Background: an optimization exercise with open tools, aiming at small area, a short achievable clock period and few clock cycles per item. Do not read the settings as production practice. At most, simulation tests tie the RTL to the original design; equivalence was not proved. Only the layout flow was run in run 2; the RTL was not checked for function there. No activity file was given, so power comes from the tool's default toggle rates.

==> flow/design.v, too long to show whole: its modules and the start of the top module <==
// module mult_pipe_mac: 1304 lines
// module mpm_fa: 3 lines
// module mpm_ha: 3 lines
// module mpm_bs: 4 lines
// module mpm_bsn: 4 lines
module mult_pipe_mac #(
  parameter int AW    = 18,
  parameter int BW    = 18,
  parameter int LAT   = 3,
  parameter int GUARD = 8
) (
  input  logic                   clk,
  input  logic                   rst,
  input  logic                   in_valid,
  output logic                   in_ready,
  input  logic [AW-1:0]          in_a,
  input  logic [BW-1:0]          in_b,
  input  logic                   in_signed,
  input  logic [1:0]             in_mode,
  output logic                   out_valid,
  input  logic                   out_ready,
  output logic [AW+BW+GUARD-1:0] out_data,
  output logic                   out_ovf
);
  // ...
==> flow/flow/run.sh <==
#!/bin/bash
set -euo pipefail
W=$PWD
RES=$W/orfs/results/$FLOW_PLATFORM/mult_pipe_mac/base
export BUFFER_PORTS_ARGS="-buffer_cell sky130_fd_sc_hd__buf_2"
bash standard.sh synth > synth.log 2>&1
sed -i 's/\bsky130_fd_sc_hd__a22oi_2\b/sky130_fd_sc_hd__a22oi_1/' "$RES/1_2_yosys.v"
touch "$RES/1_2_yosys.v"
grep -c 'sky130_fd_sc_hd__a22oi_1' "$RES/1_2_yosys.v" > downsize.log 2>&1 || true
bash standard.sh finish > layout.log 2>&1
==> flow/standard.sh <==
#!/bin/bash
# synth_recipe.tcl (not shown) runs the flow's synth.tcl, then flattens the netlist and writes it again
# the make line also repeats each setting of config.mk as NAME=value (left out here)
make -C /OpenROAD-flow-scripts/flow DESIGN_CONFIG=/design/flow/config.mk WORK_HOME=/design/flow/orfs CLKGATE_MAP_FILE= SYNTH_SCRIPT=/design/flow/synth_recipe.tcl "${@:-finish}"
==> flow/config.mk <==
export PLATFORM = sky130hd
export DESIGN_NAME = mult_pipe_mac
export DESIGN_NICKNAME = mult_pipe_mac
export VERILOG_FILES = /design/flow/design.v
export SDC_FILE = /design/flow/constraint.sdc
export NUM_CORES = 4
export LEC_CHECK = 0
export CAP_MARGIN = 20
export CORE_MARGIN = 2
export CORE_UTILIZATION = 45
export GPL_ROUTABILITY_DRIVEN = 0
export PLACE_DENSITY = 0.7
export SETUP_SLACK_MARGIN = 4.1
export SLEW_MARGIN = 20
export SYNTH_HIERARCHICAL = 1
==> flow/constraint.sdc <==
create_clock -name core_clock -period 8.0 [get_ports {clk}]
set_input_delay 1.6000 -clock core_clock [delete_from_list [all_inputs] [get_ports {clk}]]
set_output_delay 1.6000 -clock core_clock [all_outputs]
set_load 0.01 [all_outputs]
==> results.yml, run 1 <==
timing:
  worst_hold_slack_ns: 0.4214
  period_share_pct: 49.55
  period_minus_slack_ns: 3.964
  slew_limit_headroom_pct: 41.05
  timing.setup.tns_ns: 0
  clock-skew-final_ns: 0.01887
  rsz_0062_raised_after_global_routing: "true"
die:
  fp.dieH_um: 201.2
  dieArea_um2: 40500
clocking:
  ctsHoldBuffers: 0
  clk-insertion-delay-late_ns: 0.52
  worst_setup_hold_path_clk_slew_ns: 0.06
critical_path:
  cp_cell_sequence: "buf_12 -> and2_1 -> fa_1 -> ha_4 -> nand4_1 -> or2_0 -> a31oi_2 -> o211a_1 -> o21ai_2 -> a2111oi_4 -> o21ai_2 -> xnor2_1 -> a21oi_1 -> and3b_1"
  worst-endpoint-arrival_ns: 4.23
  cp.depth: 14
  cp_max_fo: 45
  worstReg2RegStart: "s2_mode_r[0]"
finish:
  nFlopsAndLatches: 222
  nonClockInverterCount: 55
  clock_cell_share_pct: 3.495
  buffers_excl_clock: 203
power_and_ir_drop:
  seq-power_mw: 2.10
  powerClk_mw: 1.03
  power.leakage_nw: 7.953
  combinational_share_of_power_pct: 62.6
  net-switching-power_mw: 3.563
hold_path:
  hold_depth: 0
run:
  cap_violations: 0
place:
  hpwl_um: 29740
  place_area_um2: 18750
detailed_routing:
  final_antenna_net_count: 0
  totalWireLength_um: 48020
  viasPerCell: 5.829
synthesis:
  ys.warnings.count: 7
  mappedNetlistArea_um2: 17510
  synthesis.area_per_instance_um2: 11.68
outcome:
  outcome: "timing/DRC/antenna clean"
global_route:
  vias_in_the_first_global_route: 13084
  grt_use_met1_pct: 31.41
Testbench counts, summed over its fixed seeds: cycles 32,024, items 32,000.
==> run 2: changes to the inputs <==
--- a/flow/design.v
+++ b/flow/design.v
@@ -1043,116 +1043,106 @@
   mpm_fa u_ta_fa65 (.a(pp_3_13), .b(pp_4_11), .c(pp_5_9), .s(ta_fs65), .co(ta_fc65));
   mpm_fa u_ta_fa66 (.a(pp_6_7), .b(pp_7_5), .c(pp_8_3), .s(ta_fs66), .co(ta_fc66));
   mpm_fa u_ta_fa67 (.a(pp_9_1), .b(ta_fc56), .c(ta_fc57), .s(ta_fs67), .co(ta_fc67));
   mpm_fa u_ta_fa68 (.a(ta_fc58), .b(ta_fs64), .c(ta_fs65), .s(ta_fs68), .co(ta_fc68));
   mpm_fa u_ta_fa69 (.a(ta_fs66), .b(ta_fc59), .c(ta_fc60), .s(ta_fs69), .co(ta_fc69));
   mpm_fa u_ta_fa70 (.a(ta_fs67), .b(ta_fs68), .c(ta_fc61), .s(ta_fs70), .co(ta_fc70));
   mpm_fa u_ta_fa71 (.a(ta_fc62), .b(ta_fs69), .c(ta_fs70), .s(ta_fs71), .co(ta_fc71));
   mpm_ha u_ta_ha17 (.a(ta_fc63), .b(ta_fs71), .s(ta_hs17), .co(ta_hc17));
-  assign ta_ks0 = ~(pp_0_20 ^ pp_1_18);
-  assign ta_kc0 = pp_0_20 | pp_1_18;
+  mpm_fa u_ta_fk0 (.a(pp_0_20), .b(pp_1_18), .c(1'b1), .s(ta_ks0), .co(ta_kc0));
   mpm_fa u_ta_fa72 (.a(pp_2_16), .b(pp_3_14), .c(pp_4_12), .s(ta_fs72), .co(ta_fc72));
   mpm_fa u_ta_fa73 (.a(pp_5_10), .b(pp_6_8), .c(pp_7_6), .s(ta_fs73), .co(ta_fc73));
   mpm_fa u_ta_fa74 (.a(pp_8_4), .b(pp_9_2), .c(ta_ks0), .s(ta_fs74), .co(ta_fc74));
   mpm_fa u_ta_fa75 (.a(ta_fc64), .b(ta_fc65), .c(ta_fc66), .s(ta_fs75), .co(ta_fc75));
   mpm_fa u_ta_fa76 (.a(ta_fs72), .b(ta_fs73), .c(ta_fs74), .s(ta_fs76), .co(ta_fc76));
   mpm_fa u_ta_fa77 (.a(ta_fc67), .b(ta_fc68), .c(ta_fs75), .s(ta_fs77), .co(ta_fc77));
   mpm_fa u_ta_fa78 (.a(ta_fs76), .b(ta_fc69), .c(ta_fs77), .s(ta_fs78), .co(ta_fc78));
   mpm_fa u_ta_fa79 (.a(ta_fc70), .b(ta_fs78), .c(ta_fc71), .s(ta_fs79), .co(ta_fc79));
-  assign ta_ks1 = ~(pp_1_19 ^ pp_2_17);
-  assign ta_kc1 = pp_1_19 | pp_2_17;
+  mpm_fa u_ta_fk1 (.a(pp_1_19), .b(pp_2_17), .c(1'b1), .s(ta_ks1), .co(ta_kc1));
   mpm_fa u_ta_fa80 (.a(pp_3_15), .b(pp_4_13), .c(pp_5_11), .s(ta_fs80), .co(ta_fc80));
   mpm_fa u_ta_fa81 (.a(pp_6_9), .b(pp_7_7), .c(pp_8_5), .s(ta_fs81), .co(ta_fc81));
   mpm_fa u_ta_fa82 (.a(pp_9_3), .b(ta_kc0), .c(ta_ks1), .s(ta_fs82), .co(ta_fc82));
   mpm_fa u_ta_fa83 (.a(ta_fc72), .b(ta_fc73), .c(ta_fs80), .s(ta_fs83), .co(ta_fc83));
   mpm_fa u_ta_fa84 (.a(ta_fs81), .b(ta_fc74), .c(ta_fs82), .s(ta_fs84), .co(ta_fc84));
   mpm_fa u_ta_fa85 (.a(ta_fc75), .b(ta_fs83), .c(ta_fc76), .s(ta_fs85), .co(ta_fc85));
   mpm_fa u_ta_fa86 (.a(ta_fs84), .b(ta_fc77), .c(ta_fs85), .s(ta_fs86), .co(ta_fc86));
   mpm_ha u_ta_ha18 (.a(ta_fc78), .b(ta_fs86), .s(ta_hs18), .co(ta_hc18));
   mpm_fa u_ta_fa87 (.a(pp_1_20), .b(pp_2_18), .c(pp_3_16), .s(ta_fs87), .co(ta_fc87));
   mpm_fa u_ta_fa88 (.a(pp_4_14), .b(pp_5_12), .c(pp_6_10), .s(ta_fs88), .co(ta_fc88));
   mpm_fa u_ta_fa89 (.a(pp_7_8), .b(pp_8_6), .c(pp_9_4), .s(ta_fs89), .co(ta_fc89));
   mpm_fa u_ta_fa90 (.a(ta_kc1), .b(ta_fc80), .c(ta_fc81), .s(ta_fs90), .co(ta_fc90));
   mpm_fa u_ta_fa91 (.a(ta_fs87), .b(ta_fs88), .c(ta_fs89), .s(ta_fs91), .co(ta_fc91));
   mpm_fa u_ta_fa92 (.a(ta_fc82), .b(ta_fc83), .c(ta_fs90), .s(ta_fs92), .co(ta_fc92));
   mpm_fa u_ta_fa93 (.a(ta_fs91), .b(ta_fc84), .c(ta_fs92), .s(ta_fs93), .co(ta_fc93));
   mpm_fa u_ta_fa94 (.a(ta_fc85), .b(ta_fs93), .c(ta_fc86), .s(ta_fs94), .co(ta_fc94));
-  assign ta_ks2 = ~(pp_2_19 ^ pp_3_17);
-  assign ta_kc2 = pp_2_19 | pp_3_17;
+  mpm_fa u_ta_fk2 (.a(pp_2_19), .b(pp_3_17), .c(1'b1), .s(ta_ks2), .co(ta_kc2));
   mpm_fa u_ta_fa95 (.a(pp_4_15), .b(pp_5_13), .c(pp_6_11), .s(ta_fs95), .co(ta_fc95));
   mpm_fa u_ta_fa96 (.a(pp_7_9), .b(pp_8_7), .c(pp_9_5), .s(ta_fs96), .co(ta_fc96));
   mpm_fa u_ta_fa97 (.a(ta_ks2), .b(ta_fc87), .c(ta_fc88), .s(ta_fs97), .co(ta_fc97));
   mpm_fa u_ta_fa98 (.a(ta_fc89), .b(ta_fs95), .c(ta_fs96), .s(ta_fs98), .co(ta_fc98));
   mpm_fa u_ta_fa99 (.a(ta_fc90), .b(ta_fc91), .c(ta_fs97), .s(ta_fs99), .co(ta_fc99));
   mpm_fa u_ta_fa100 (.a(ta_fs98), .b(ta_fc92), .c(ta_fs99), .s(ta_fs100), .co(ta_fc100));
   mpm_ha u_ta_ha19 (.a(ta_fc93), .b(ta_fs100), .s(ta_hs19), .co(ta_hc19));
   mpm_fa u_ta_fa101 (.a(pp_2_20), .b(pp_3_18), .c(pp_4_16), .s(ta_fs101), .co(ta_fc101));
   mpm_fa u_ta_fa102 (.a(pp_5_14), .b(pp_6_12), .c(pp_7_10), .s(ta_fs102), .co(ta_fc102));
   mpm_fa u_ta_fa103 (.a(pp_8_8), .b(pp_9_6), .c(ta_kc2), .s(ta_fs103), .co(ta_fc103));
   mpm_fa u_ta_fa104 (.a(ta_fc95), .b(ta_fc96), .c(ta_fs101), .s(ta_fs104), .co(ta_fc104));
   mpm_fa u_ta_fa105 (.a(ta_fs102), .b(ta_fs103), .c(ta_fc97), .s(ta_fs105), .co(ta_fc105));
   mpm_fa u_ta_fa106 (.a(ta_fc98), .b(ta_fs104), .c(ta_fc99), .s(ta_fs106), .co(ta_fc106));
   mpm_fa u_ta_fa107 (.a(ta_fs105), .b(ta_fc100), .c(ta_fs106), .s(ta_fs107), .co(ta_fc107));
-  assign ta_ks3 = ~(pp_3_19 ^ pp_4_17);
-  assign ta_kc3 = pp_3_19 | pp_4_17;
+  mpm_fa u_ta_fk3 (.a(pp_3_19), .b(pp_4_17), .c(1'b1), .s(ta_ks3), .co(ta_kc3));
   mpm_fa u_ta_fa108 (.a(pp_5_15), .b(pp_6_13), .c(pp_7_11), .s(ta_fs108), .co(ta_fc108));
   mpm_fa u_ta_fa109 (.a(pp_8_9), .b(pp_9_7), .c(ta_ks3), .s(ta_fs109), .co(ta_fc109));
   mpm_fa u_ta_fa110 (.a(ta_fc101), .b(ta_fc102), .c(ta_fs108), .s(ta_fs110), .co(ta_fc110));
   mpm_fa u_ta_fa111 (.a(ta_fc103), .b(ta_fs109), .c(ta_fc104), .s(ta_fs111), .co(ta_fc111));
   mpm_fa u_ta_fa112 (.a(ta_fs110), .b(ta_fc105), .c(ta_fs111), .s(ta_fs112), .co(ta_fc112));
   mpm_ha u_ta_ha20 (.a(ta_fc106), .b(ta_fs112), .s(ta_hs20), .co(ta_hc20));
   mpm_fa u_ta_fa113 (.a(pp_3_20), .b(pp_4_18), .c(pp_5_16), .s(ta_fs113), .co(ta_fc113));
   mpm_fa u_ta_fa114 (.a(pp_6_14), .b(pp_7_12), .c(pp_8_10), .s(ta_fs114), .co(ta_fc114));
   mpm_fa u_ta_fa115 (.a(pp_9_8), .b(ta_kc3), .c(ta_fc108), .s(ta_fs115), .co(ta_fc115));
   mpm_fa u_ta_fa116 (.a(ta_fs113), .b(ta_fs114), .c(ta_fc109), .s(ta_fs116), .co(ta_fc116));
   mpm_fa u_ta_fa117 (.a(ta_fc110), .b(ta_fs115), .c(ta_fs116), .s(ta_fs117), .co(ta_fc117));
   mpm_fa u_ta_fa118 (.a(ta_fc111), .b(ta_fs117), .c(ta_fc112), .s(ta_fs118), .co(ta_fc118));
-  assign ta_ks4 = ~(pp_4_19 ^ pp_5_17);
-  assign ta_kc4 = pp_4_19 | pp_5_17;
+  mpm_fa u_ta_fk4 (.a(pp_4_19), .b(pp_5_17), .c(1'b1), .s(ta_ks4), .co(ta_kc4));
   mpm_fa u_ta_fa119 (.a(pp_6_15), .b(pp_7_13), .c(pp_8_11), .s(ta_fs119), .co(ta_fc119));
   mpm_fa u_ta_fa120 (.a(pp_9_9), .b(ta_ks4), .c(ta_fc113), .s(ta_fs120), .co(ta_fc120));
   mpm_fa u_ta_fa121 (.a(ta_fc114), .b(ta_fs119), .c(ta_fc115), .s(ta_fs121), .co(ta_fc121));
   mpm_fa u_ta_fa122 (.a(ta_fs120), .b(ta_fc116), .c(ta_fs121), .s(ta_fs122), .co(ta_fc122));
   mpm_ha u_ta_ha21 (.a(ta_fc117), .b(ta_fs122), .s(ta_hs21), .co(ta_hc21));
   mpm_fa u_ta_fa123 (.a(pp_4_20), .b(pp_5_18), .c(pp_6_16), .s(ta_fs123), .co(ta_fc123));
   mpm_fa u_ta_fa124 (.a(pp_7_14), .b(pp_8_12), .c(pp_9_10), .s(ta_fs124), .co(ta_fc124));
   mpm_fa u_ta_fa125 (.a(ta_kc4), .b(ta_fc119), .c(ta_fs123), .s(ta_fs125), .co(ta_fc125));
   mpm_fa u_ta_fa126 (.a(ta_fs124), .b(ta_fc120), .c(ta_fs125), .s(ta_fs126), .co(ta_fc126));
   mpm_fa u_ta_fa127 (.a(ta_fc121), .b(ta_fs126), .c(ta_fc122), .s(ta_fs127), .co(ta_fc127));
-  assign ta_ks5 = ~(pp_5_19 ^ pp_6_17);
-  assign ta_kc5 = pp_5_19 | pp_6_17;
+  mpm_fa u_ta_fk5 (.a(pp_5_19), .b(pp_6_17), .c(1'b1), .s(ta_ks5), .co(ta_kc5));
   mpm_fa u_ta_fa128 (.a(pp_7_15), .b(pp_8_13), .c(pp_9_11), .s(ta_fs128), .co(ta_fc128));
   mpm_fa u_ta_fa129 (.a(ta_ks5), .b(ta_fc123), .c(ta_fc124), .s(ta_fs129), .co(ta_fc129));
   mpm_fa u_ta_fa130 (.a(ta_fs128), .b(ta_fc125), .c(ta_fs129), .s(ta_fs130), .co(ta_fc130));
   mpm_ha u_ta_ha22 (.a(ta_fc126), .b(ta_fs130), .s(ta_hs22), .co(ta_hc22));
   mpm_fa u_ta_fa131 (.a(pp_5_20), .b(pp_6_18), .c(pp_7_16), .s(ta_fs131), .co(ta_fc131));
   mpm_fa u_ta_fa132 (.a(pp_8_14), .b(pp_9_12), .c(ta_kc5), .s(ta_fs132), .co(ta_fc132));
   mpm_fa u_ta_fa133 (.a(ta_fc128), .b(ta_fs131), .c(ta_fs132), .s(ta_fs133), .co(ta_fc133));
   mpm_fa u_ta_fa134 (.a(ta_fc129), .b(ta_fs133), .c(ta_fc130), .s(ta_fs134), .co(ta_fc134));
-  assign ta_ks6 = ~(pp_6_19 ^ pp_7_17);
-  assign ta_kc6 = pp_6_19 | pp_7_17;
+  mpm_fa u_ta_fk6 (.a(pp_6_19), .b(pp_7_17), .c(1'b1), .s(ta_ks6), .co(ta_kc6));
   mpm_fa u_ta_fa135 (.a(pp_8_15), .b(pp_9_13), .c(ta_ks6), .s(ta_fs135), .co(ta_fc135));
   mpm_fa u_ta_fa136 (.a(ta_fc131), .b(ta_fc132), .c(ta_fs135), .s(ta_fs136), .co(ta_fc136));
   mpm_ha u_ta_ha23 (.a(ta_fc133), .b(ta_fs136), .s(ta_hs23), .co(ta_hc23));
   mpm_fa u_ta_fa137 (.a(pp_6_20), .b(pp_7_18), .c(pp_8_16), .s(ta_fs137), .co(ta_fc137));
   mpm_fa u_ta_fa138 (.a(pp_9_14), .b(ta_kc6), .c(ta_fs137), .s(ta_fs138), .co(ta_fc138));
   mpm_fa u_ta_fa139 (.a(ta_fc135), .b(ta_fs138), .c(ta_fc136), .s(ta_fs139), .co(ta_fc139));
-  assign ta_ks7 = ~(pp_7_19 ^ pp_8_17);
-  assign ta_kc7 = pp_7_19 | pp_8_17;
+  mpm_fa u_ta_fk7 (.a(pp_7_19), .b(pp_8_17), .c(1'b1), .s(ta_ks7), .co(ta_kc7));
   mpm_fa u_ta_fa140 (.a(pp_9_15), .b(ta_ks7), .c(ta_fc137), .s(ta_fs140), .co(ta_fc140));
   mpm_ha u_ta_ha24 (.a(ta_fc138), .b(ta_fs140), .s(ta_hs24), .co(ta_hc24));
   mpm_fa u_ta_fa141 (.a(pp_7_20), .b(pp_8_18), .c(pp_9_16), .s(ta_fs141), .co(ta_fc141));
   mpm_fa u_ta_fa142 (.a(ta_kc7), .b(ta_fs141), .c(ta_fc140), .s(ta_fs142), .co(ta_fc142));
-  assign ta_ks8 = ~(pp_8_19 ^ pp_9_17);
-  assign ta_kc8 = pp_8_19 | pp_9_17;
+  mpm_fa u_ta_fk8 (.a(pp_8_19), .b(pp_9_17), .c(1'b1), .s(ta_ks8), .co(ta_kc8));
   mpm_ha u_ta_ha25 (.a(ta_ks8), .b(ta_fc141), .s(ta_hs25), .co(ta_hc25));
   mpm_fa u_ta_fa143 (.a(pp_8_20), .b(pp_9_18), .c(ta_kc8), .s(ta_fs143), .co(ta_fc143));
-  assign ta_ks9 = ~(pp_9_19 ^ ta_fc143);
-  assign ta_kc9 = pp_9_19 | ta_fc143;
+  mpm_fa u_ta_fk9 (.a(pp_9_19), .b(ta_fc143), .c(1'b1), .s(ta_ks9), .co(ta_kc9));
   always_ff @(posedge clk) begin
     if (rst)           s2_valid_r <= 1'b0;
     else if (!stall_s) s2_valid_r <= s1_valid_r;
     if (!stall_s) begin
       s2_signed_r <= s1_signed_r;
       s2_mode_r   <= s1_mode_r;
       cs0_r[0] <= pp_0_0;
       cs1_r[0] <= s1_bn_r[0];
@@ -1267,28 +1257,22 @@
   mpm_fa u_tb_fa29 (.a(accx_s[31]), .b(cs0_r[31]), .c(cs1_r[31]), .s(tb_fs29), .co(tb_fc29));
   mpm_fa u_tb_fa30 (.a(accx_s[32]), .b(cs0_r[32]), .c(cs1_r[32]), .s(tb_fs30), .co(tb_fc30));
   mpm_fa u_tb_fa31 (.a(accx_s[33]), .b(cs0_r[33]), .c(cs1_r[33]), .s(tb_fs31), .co(tb_fc31));
   mpm_fa u_tb_fa32 (.a(accx_s[34]), .b(cs0_r[34]), .c(cs1_r[34]), .s(tb_fs32), .co(tb_fc32));
   mpm_fa u_tb_fa33 (.a(accx_s[35]), .b(cs0_r[35]), .c(cs1_r[35]), .s(tb_fs33), .co(tb_fc33));
   mpm_fa u_tb_fa34 (.a(accx_s[36]), .b(cs0_r[36]), .c(cs1_r[36]), .s(tb_fs34), .co(tb_fc34));
   mpm_ha u_tb_ha2 (.a(accx_s[37]), .b(cs0_r[37]), .s(tb_hs2), .co(tb_hc2));
   mpm_fa u_tb_fa35 (.a(accx_s[38]), .b(cs0_r[38]), .c(cs1_r[38]), .s(tb_fs35), .co(tb_fc35));
-  assign tb_ks0 = ~(accx_s[39] ^ tb_fc35);
-  assign tb_kc0 = accx_s[39] | tb_fc35;
-  assign tb_ks1 = ~(accx_s[40] ^ tb_kc0);
-  assign tb_kc1 = accx_s[40] | tb_kc0;
-  assign tb_ks2 = ~(accx_s[41] ^ tb_kc1);
-  assign tb_kc2 = accx_s[41] | tb_kc1;
-  assign tb_ks3 = ~(accx_s[42] ^ tb_kc2);
-  assign tb_kc3 = accx_s[42] | tb_kc2;
-  assign tb_ks4 = ~(accx_s[43] ^ tb_kc3);
-  assign tb_kc4 = accx_s[43] | tb_kc3;
-  assign tb_ks5 = ~(accx_s[44] ^ tb_kc4);
-  assign tb_kc5 = accx_s[44] | tb_kc4;
+  mpm_fa u_tb_fk0 (.a(accx_s[39]), .b(tb_fc35), .c(1'b1), .s(tb_ks0), .co(tb_kc0));
+  mpm_fa u_tb_fk1 (.a(accx_s[40]), .b(tb_kc0), .c(1'b1), .s(tb_ks1), .co(tb_kc1));
+  mpm_fa u_tb_fk2 (.a(accx_s[41]), .b(tb_kc1), .c(1'b1), .s(tb_ks2), .co(tb_kc2));
+  mpm_fa u_tb_fk3 (.a(accx_s[42]), .b(tb_kc2), .c(1'b1), .s(tb_ks3), .co(tb_kc3));
+  mpm_fa u_tb_fk4 (.a(accx_s[43]), .b(tb_kc3), .c(1'b1), .s(tb_ks4), .co(tb_kc4));
+  mpm_fa u_tb_fk5 (.a(accx_s[44]), .b(tb_kc4), .c(1'b1), .s(tb_ks5), .co(tb_kc5));
   assign sum_s = {tb_ks5, tb_ks4, tb_ks3, tb_ks2, tb_ks1, tb_ks0, tb_fs35, tb_fc34, tb_fc33, tb_fc32, tb_fc31, tb_fc30, tb_fc29, tb_fc28, tb_fc27, tb_fc26, tb_fc25, tb_fc24, tb_fc23, tb_fc22, tb_fc21, tb_fc20, tb_fc19, tb_fc18, tb_fc17, tb_fc16, tb_fc15, tb_fc14, tb_fc13, tb_fc12, tb_fc11, tb_fc10, tb_fc9, tb_fc8, tb_fc7, tb_fc6, tb_fc5, tb_fc4, tb_fc3, tb_fc2, tb_fc1, tb_fc0, tb_fs0, tb_hc0, cs1_r[0]}
                 + {1'b0, 1'b0, 1'b0, 1'b0, 1'b0, 1'b0, tb_hc2, tb_hs2, tb_fs34, tb_fs33, tb_fs32, tb_fs31, tb_fs30, tb_fs29, tb_fs28, tb_fs27, tb_fs26, tb_fs25, tb_fs24, tb_fs23, tb_fs22, tb_fs21, tb_fs20, tb_fs19, tb_fs18, tb_fs17, tb_fs16, tb_fs15, tb_fs14, tb_fs13, tb_fs12, tb_fs11, tb_fs10, tb_fs9, tb_fs8, tb_fs7, tb_fs6, tb_fs5, tb_fs4, tb_fs3, tb_fs2, tb_fs1, tb_hc1, tb_hs1, tb_hs0};
   always_ff @(posedge clk) begin
     if (rst)           out_valid_r <= 1'b0;
     else if (!stall_s) out_valid_r <= s2_valid_r;
     if (!stall_s && s2_valid_r) begin
       out_data_r <= sum_s[43:0];
       out_ovf_r  <= s2_mode_r[0] && (s2_signed_r ? (sum_s[44] ^ sum_s[43]) : sum_s[44]);
==> flow/run.sh (new file) <==
#!/bin/bash
# synth_recipe.tcl (not shown) runs the flow's synth.tcl, then flattens the netlist and writes it again
# the make line also repeats each setting of config.mk as NAME=value (left out here)
make -C /OpenROAD-flow-scripts/flow DESIGN_CONFIG=/design/flow/config.mk WORK_HOME=/design/flow/orfs CLKGATE_MAP_FILE= SYNTH_SCRIPT=/design/flow/synth_recipe.tcl finish
==> flow/config.mk (replaced) <==
export PLATFORM = sky130hd
export DESIGN_NAME = mult_pipe_mac
export DESIGN_NICKNAME = mult_pipe_mac
export VERILOG_FILES = /design/flow/design.v
export SDC_FILE = /design/flow/constraint.sdc
export NUM_CORES = 4
export LEC_CHECK = 0
export CAP_MARGIN = 20
export CORE_MARGIN = 2
export CORE_UTILIZATION = 40
export SETUP_SLACK_MARGIN = 4.5
export SLEW_MARGIN = 20
export SYNTH_HIERARCHICAL = 1
removed: flow/flow/run.sh
removed: flow/standard.sh
==> results.yml, run 2 <==
synthesis:
  synth-seq-cells: 222
  ys.warnings.count: 7
  synth_flop_cell: "edfxtp_1"
  synthMostInstantiatedCell: "xnor2_1"
  synth.top_cells.by_area: "edfxtp_1 28%, fa_1 21%, a22oi_2 13%"
  post_synth_edffs: 175
  synthesis.area_per_instance_um2: 12.65
  synthDistinctLibCells: 68
  synthDominantAreaCellType: "edfxtp_1"
  post_synth_inst_count: 1480
  yosys.area.top_type_share_pct: 28.07
  mappedNetlistArea_um2: 18720
  synth.top_cells.by_count: "218 x xnor2_1, 200 x a22oi_2, 197 x fa_1"
  synth_async_sr_flop_share_pct: 0
  synth_seq_area_share_pct: 33.10
timing:
  clock-skew-final_ns: 0.02553
  clock.fmax_mhz: 238.7
  drv_slew: 0
  period_minus_slack_ns: 4.190
  period_share_pct: 52.38
  worst_pin_slew_ns: 1.166
  rsz_0062_raised_after_global_routing: "true"
  finalSetupViolations: 0
  finalHoldViolCount: 0
  timing.setup.tns_ns: 0
  slew_limit_headroom_pct: 22.28
global_route:
  globalRouteOverflowTotal: 0
  first_pass_grt_wire_length_um: 79580
  grt.total_usage_pct: 21.26
  antenna_violations_before_repair: 0
  vias_in_the_first_global_route: 13419
  maximum_number_of_pins_on_one_net_before_global_route_repair: 70
finish:
  layout-drive-gt1-share_pct: 36.44
  layout.cells.non_filler: 2407
  most-common-layout-cells: "201 x a22oi_2, 189 x xnor2_1, 175 x edfxtp_1"
  num-nets-final: 2089
  leading_cell_type_in_the_layout_fill_and_taps_excluded: "a22oi_2"
  insertedDiodeCount: 0
  largest_registers: "acc_r: 44 flops, out_data_r: 44 flops, cs0_r: 39 flops"
  syn2layout_area_growth_pct: 31.71
place:
  port_buffers: 89
  gpl.final_weighted_congestion: 0.9718
  hpwl_um: 31400
  placed_cells: 2230
detailed_routing:
  viasPerCell: 5.501
  detail_route.wl_per_cell_um: 21.79
  totalWireLength_um: 52450
  detailed_route_via_count: 13240
  final_antenna_net_count: 0
  first_iter_violations: 884
  drt_pass1_iterations: 5
  drt_drc_violations_left: 0
power_and_ir_drop:
  worst_ir_drop_vdd_mv: 0.2013
  power.leakage_nw: 8.761
  power_density_nw_per_um2: 397.1
  net_switching_fraction_of_the_power_pct: 41.15
  combinational_share_of_power_pct: 66.3
  cellInternalPower_mw: 5.762
  clock_power_share_pct: 12.3
  pwr-share-seq_pct: 21.3
  net-switching-power_mw: 4.028
clocking:
  tritoncts.num_buffers: 26
  worst_setup_hold_path_clk_slew_ns: 0.06
  cts_tree: "built"
  cts_max_level: 1
  clkSinkCount: 222
  ctsHoldBuffers: 0
  clk-insertion-delay-late_ns: 0.55
  clk_path_buf_depth: 3
  clockRootBuffer: "clkbuf_16"
critical_path:
  max_stage_delay_ns: 0.58
  criticalPathCategory: "reg2reg"
  cp_max_fo: 7
  critical_path.top_delay_family: "compound AO/OA/AOI/OAI gates"
  cp_cell_sequence: "buf_4 -> buf_6 -> buf_12 -> and2_1 -> fa_1 -> ha_4 -> a211oi_4 -> o21ai_2 -> a22oi_2 -> a2111oi_4 -> buf_4 -> o2111ai_4 -> buf_6 -> buf_6 -> buf_6 -> a21boi_2 -> or3_1 -> and2_1"
  worst_ep_required_ns: 8.28
  reg2reg_setup_slack_ns: 3.81
  path_common_cell: "buf_6"
  worst-endpoint-arrival_ns: 4.47
  slowest_stage_cell_on_the_critical_path: "fa_1"
  worst-path-buf-inv: 7
  timing.critical_path.to_type: "flop"
  cp-start-kind: "flop"
hold_path:
  worst_hold_path_type: "reg2reg"
die:
  floorplan.initialDensity_pct: 40.38
  fp.dieH_um: 220.3
  num_rows: 79
  top_level_ports: 90
  dieArea_um2: 48550
  floorplan.die.width_um: 220.3
  fp.coreArea_um2: 46360
outcome:
  outcome: "timing/DRC/antenna clean"
run:
  cap_violations: 0
-- run 2: cell count changes in the layout (fill, tap and decap cells not counted), moves of 35 or more --
| cell | before | now |
|---|---|---|
| clkdlybuf4s50_1 | 0 | 86 |
| buf_2 | 89 | 1 |
| ha_1 | 75 | 33 |
| xnor2_1 | 224 | 189 |
| inv_1 | 55 | 20 |
| fa_2 | 11 | 75 |
| fa_1 | 170 | 122 |
| a22oi_2 | 4 | 201 |
| a22oi_1 | 196 | 1 |
| buf_6 | 0 | 48 |
-- run 2: through the flow --
step / power (mW) / instance area, um^2 / setup WS [ns] / hold WS, ns / utilization [%]
after floorplan: 5.790 / 19120 / 3.147 / 0.4003 / -
after global placement: 7.134 / 20940 / 2.877 / 0.4243 / 45.16
after detailed placement: 7.217 / 20940 / 2.869 / 0.4225 / 45.16
after CTS: 9.146 / 23720 / 3.778 / 0.4457 / 51.16
after global routing: 10.59 / 24660 / 3.701 / 0.4530 / 53.19
final: 9.790 / 24660 / 3.810 / 0.4371 / 53.19
-- run 2: cell families after synthesis --
logic type / synth area share, %
muxes: 0.05347
other: 0.04012
DFF: 33.10
and+or+nand+nor: 7.599
xor gates and xnor gates: 11.84
adders and majority gates: 25.68
AOI/OAI and AO/OA: 20.37
buffers and inverters: 1.323
-- run 2: repair_timing --
action / in CTS / in global routing
gates cloned: 19 / 2
pin swaps: 64 / 114
setup endpoints to repair: 133 / 94
setup buffers: 65 / 43
resized for setup: 198 / 135
-- run 2: worst reg2reg max path, stage by stage (launching register included) --
cell       delay, ns
edfxtp_1        0.45
buf_4           0.18
buf_6           0.13
buf_12          0.13
and2_1          0.16
fa_1            0.58
ha_4            0.24
a211oi_4        0.26
o21ai_2         0.10
a22oi_2         0.26
a2111oi_4       0.12
buf_4           0.17
o2111ai_4       0.29
buf_6           0.15
buf_6           0.08
buf_6           0.09
a21boi_2        0.05
or3_1           0.32
and2_1          0.18
-- run 2: cell type report --
type / instances / area (um^2)
Fill cell: 3886 / 21700
Inverter: 20 / 75.07
Sequential cell: 222 / 6196
Tap cell: 607 / 759.5
Timing Repair Buffer: 268 / 3133
Clock buffer: 34 / 721.9
Clock inverter: 14 / 158.9
Multi-Input combinational cell: 1242 / 13610
-- run 2: power by group through the flow --
stage               Clock, mW  Combinational (mW)  Sequential [mW]
CTS                      1.24                5.82             2.09
global route             1.28                7.19             2.12
finish                   1.21                6.50             2.09
floorplan                   0                3.58             2.21
detailed placement          0                5.11             2.10
global placement            0                5.03             2.10
-- run 2: Yosys stat by module (local to each module, per instance) --
module	area (um^2)	copies in the design	flip-flops and latches	cells
mult_pipe_mac	10180	1	222	855
mpm_bs	21.27	190	0	2
mpm_bsn	21.27	10	0	2
mpm_fa	20.02	196	0	1
mpm_ha	12.51	29	0	1
-- run 2: path summary, 6_finish.rpt --
kind | start | endpoint | depth (start not counted)
worst max register to register | s2_mode_r[0] | out_data_r[36] | 18
worst min register to register | s1_mode_r[1] | s2_mode_r[1] | 0
worst min-delay path | s1_mode_r[1] | s2_mode_r[1] | 0
worst max-delay path | s2_mode_r[0] | out_data_r[36] | 18
-- run 2: per-layer routing --
metal	wire [um]	vias up	GRT usage (%)
li1	-	6002	-
met5	0	-	0
met3	3481	109	3.107
met2	24160	473	33.87
met4	1735	0	6.622
met1	23070	6656	29.97

==> afterwards: timing with drivers on the ports <==
No port has a modelled driver above. Below, the same layouts with a new extraction and two added sets of constraints. Step 1: set_driving_cell puts a clkbuf_16 on clk and a buf_2 on each other input, an assumption about the parent block. Step 2 also shifts input and output timing later by t, the mid clock arrival at the registers, as if the neighbouring blocks saw the same clock. Slacks: no drivers / after step 1 / after step 2; pairs: no drivers / after step 1.
| run | shift t [ns] | setup slack, ns | worst hold slack (ns) | clock arrival spread, ns | pins driven straight from the clock port |
|---|---|---|---|---|---|
| run 1 | 0.569 | 4.036 / 4.036 / 4.007 | 0.421 / 0.421 / 0.421 | 0.020 / 0.019 | 1 |
| run 2 | 0.591 | 3.810 / 3.810 / 3.810 | 0.437 / 0.437 / 0.437 | 0.026 / 0.026 | 1 |
After both steps every run listed still meets setup and hold. For run 1, which loses most, drivers alone change the setup slack by 0.000 ns; drivers and shift together by -0.029 ns.
